What follows belongs to an exercise in optimizing a design on an open flow for small area, a short achievable clock period and few clock cycles per item; a production flow would make more cautious choices. Only simulation tests tie the RTL to the original design; equivalence was not proved. Power and IR drop assume default switching activity.

Setup of red:
Design matrix_mult_top, start of the top module:
module matrix_mult_top (
  input  wire                           ap_clk,
  input  wire                           areset,
  input  wire                           i_start,
  output logic                          o_idle,
  output logic                          o_done,
  input  wire                           i_a_valid,
  output logic                          o_a_ready,
  input  wire  [4*16-1:0] i_a_data,
  input  wire                           i_b_valid,
  output logic                          o_b_ready,
  input  wire  [4*16-1:0] i_b_data,
  output logic                          o_c_valid,
  input  wire                           i_c_ready,
  output logic [4*32-1:0]  o_c_data,
  output logic                          o_c_last
);
==> flow/config.mk <==
export PLATFORM = sky130hd
export DESIGN_NAME = matrix_mult_top
export DESIGN_NICKNAME = matrix_mult_top
export VERILOG_FILES = /design/flow/design.v
export SDC_FILE = /design/flow/constraint.sdc
export NUM_CORES = 4
export LEC_CHECK = 0
export CAP_MARGIN = 20
export CORE_MARGIN = 2
export CORE_UTILIZATION = 60
export PLACE_DENSITY = 0.7
export SLEW_MARGIN = 20
export SYNTH_ARGS = -noabc
export SETUP_SLACK_MARGIN = 5.6
export CTS_CLUSTER_SIZE = 25
export CTS_CLUSTER_DIAMETER = 80
export BUFFER_PORTS_ARGS = -buffer_cell sky130_fd_sc_hd__buf_2
==> flow/constraint.sdc <==
create_clock -name core_clock -period 8.5 [get_ports {ap_clk}]
set_input_delay 1.7000 -clock core_clock [delete_from_list [all_inputs] [get_ports {ap_clk}]]
set_output_delay 1.7000 -clock core_clock [all_outputs]
set_load 0.01 [all_outputs]
standard.sh (not shown) runs the stock make flow with config.mk's settings and CLKGATE_MAP_FILE= SYNTH_SCRIPT=/design/flow/synth_recipe.tcl, a recipe that flattens the netlist after the stock synthesis.
==> flow/flow/run.sh <==
#!/bin/bash
# The standard layout (standard.sh) with these settings added to its
# config.mk (60% core utilization and 0.7 placement density come from config.mk):
#  - Yosys synth without its early abc -fast pass (-noabc), so that the
#    carry-save trees map to full-adder cells without extra inverters;
#    the registers and their names are the same as the standard synthesis
#  - every port buffer is a buf_2 cell
#  - timing repair aims at a 5.6 ns setup margin
#  - clock tree sink clusters of at most 25 sinks and 80 um
# standard.sh writes every tool's log under orfs/logs; its own output goes
# to standard.log here.
set -e
cat >> config.mk <<'CFG'
export SYNTH_ARGS = -noabc
export SETUP_SLACK_MARGIN = 5.6
export CTS_CLUSTER_SIZE = 25
export CTS_CLUSTER_DIAMETER = 80
export BUFFER_PORTS_ARGS = -buffer_cell sky130_fd_sc_hd__buf_2
CFG
bash standard.sh > standard.log 2>&1
red completed every stage of the flow, and the final layout passed the timing, DRC and antenna checks.
Testbench counts of red, summed over its fixed seeds: cycles 7,680, jobs 384.
What blue does differently from red at the input level:
Settings: a change of SETUP_SLACK_MARGIN from 5.6 to 5.5; a deleted PLACE_DENSITY that had been 0.7; a change of CORE_UTILIZATION from 60 to 55.
--- a/flow/flow/run.sh
+++ b/flow/flow/run.sh
@@ -3 +3 @@
-# config.mk (60% core utilization and 0.7 placement density come from config.mk):
+# config.mk (55% core utilization comes from config.mk):
@@ -8 +8 @@
-#  - timing repair aims at a 5.6 ns setup margin
+#  - timing repair aims at a 5.5 ns setup margin
@@ -15 +15 @@
-export SETUP_SLACK_MARGIN = 5.6
+export SETUP_SLACK_MARGIN = 5.5
Notes after the runs:
Taking red as the reference point, the total clock buffers created by CTS of blue rises by about 1.7%. Between red and blue, the flow reports per-cell routed wire length decreasing slightly. Summary of blue over red: count of clock-buffer cells in the layout rose about 2.3%; worst relative slew slack picked up an extra 0.26 points; worst path setup slack after routing -34 ps. Re share of power burned in combinational logic: red was higher than blue. Between red and blue, the count of multi-input gates figures differ only marginally.

---

rev 12:
Starting RTL as in the previous note.
==> flow/config.mk <==
export PLATFORM = sky130hd
export DESIGN_NAME = matrix_mult_top
export DESIGN_NICKNAME = matrix_mult_top
export VERILOG_FILES = /design/flow/design.v
export SDC_FILE = /design/flow/constraint.sdc
export NUM_CORES = 4
export LEC_CHECK = 0
export CAP_MARGIN = 20
export CORE_MARGIN = 2
export CORE_UTILIZATION = 65
export SLEW_MARGIN = 20
export SYNTH_ARGS = -noabc
export SETUP_SLACK_MARGIN = 5.6
export CTS_CLUSTER_SIZE = 25
export CTS_CLUSTER_DIAMETER = 80
export BUFFER_PORTS_ARGS = -buffer_cell sky130_fd_sc_hd__buf_2
==> flow/constraint.sdc <==
create_clock -name core_clock -period 8.5 [get_ports {ap_clk}]
set_input_delay 1.7000 -clock core_clock [delete_from_list [all_inputs] [get_ports {ap_clk}]]
set_output_delay 1.7000 -clock core_clock [all_outputs]
set_load 0.01 [all_outputs]
==> flow/flow/run.sh <==
#!/bin/bash
# The standard layout (standard.sh) with these settings added to its
# config.mk (65% core utilization comes from config.mk):
#  - Yosys synth without its early abc -fast pass (-noabc), so that the
#    carry-save trees map to full-adder cells without extra inverters;
#    the registers and their names are the same as the standard synthesis
#  - every port buffer is a buf_2 cell
#  - timing repair aims at a 5.6 ns setup margin
#  - clock tree sink clusters of at most 25 sinks and 80 um
# standard.sh writes every tool's log under orfs/logs; its own output goes
# to standard.log here.
set -e
cat >> config.mk <<'CFG'
export SYNTH_ARGS = -noabc
export SETUP_SLACK_MARGIN = 5.6
export CTS_CLUSTER_SIZE = 25
export CTS_CLUSTER_DIAMETER = 80
export BUFFER_PORTS_ARGS = -buffer_cell sky130_fd_sc_hd__buf_2
CFG
bash standard.sh > standard.log 2>&1
Rev 12 reached the end of the flow, and the finished layout is clean on the timing, DRC and antenna checks.
Testbench counts of rev 12, summed over its fixed seeds: cycles 7,680, jobs 384.
Edits applied to the flow inputs when going from rev 12 to rev 13:
Settings: changing SETUP_SLACK_MARGIN from 5.6 to 5.7.
-- flow/flow/run.sh --
<<< rev 12, line 8
#  - timing repair aims at a 5.6 ns setup margin
>>> rev 13, line 8
#  - timing repair aims at a 5.7 ns setup margin
<<< rev 12, line 15
export SETUP_SLACK_MARGIN = 5.6
>>> rev 13, line 15
export SETUP_SLACK_MARGIN = 5.7
- Cmp rev 12 and rev 13 / area added between synthesis and finish / lower: rev 12
- Number of clock-tree buffers in the layout in rev 13 vs rev 12: down about 2.2%
- On wire length of the first global-routing pass, rev 12 and rev 13 are basically level.

separate check: timing with driven ports:
No port has a modelled driver above. Below, the same layouts with a new extraction and two added sets of constraints. Step 1 sets driving cells, clkbuf_16 on the clock port and buf_2 on the other inputs (assumed; they add their load-dependent delay and slew). Step 2 times the ports against the registers' clock, not the clock port: input delays grow and output delays shrink by t, the midpoint of the rising clock arrivals with the driver on. Slacks: ideal / step 1 / step 2; pairs: ideal / step 1.
run | t (ns) | setup WS [ns] | hold slack, ns | worst data-port slew with drivers (ns) | cell pins on the clock port's net
red | 0.746 | 5.538 / 5.464 / 5.179 | 0.316 / 0.316 / 0.316 | 0.16 | 1
blue | 0.770 | 5.504 / 5.430 / 5.189 | 0.325 / 0.325 / 0.325 | 0.16 | 1
rev 12 | 0.754 | 5.548 / 5.476 / 5.165 | 0.325 / 0.325 / 0.325 | 0.15 | 1
rev 13 | 0.742 | 5.562 / 5.487 / 5.122 | 0.309 / 0.309 / 0.309 | 0.16 | 1
After both steps every run listed still meets setup and hold. For rev 13, which loses most, drivers alone change the setup slack by -0.075 ns; drivers and shift together by -0.440 ns.
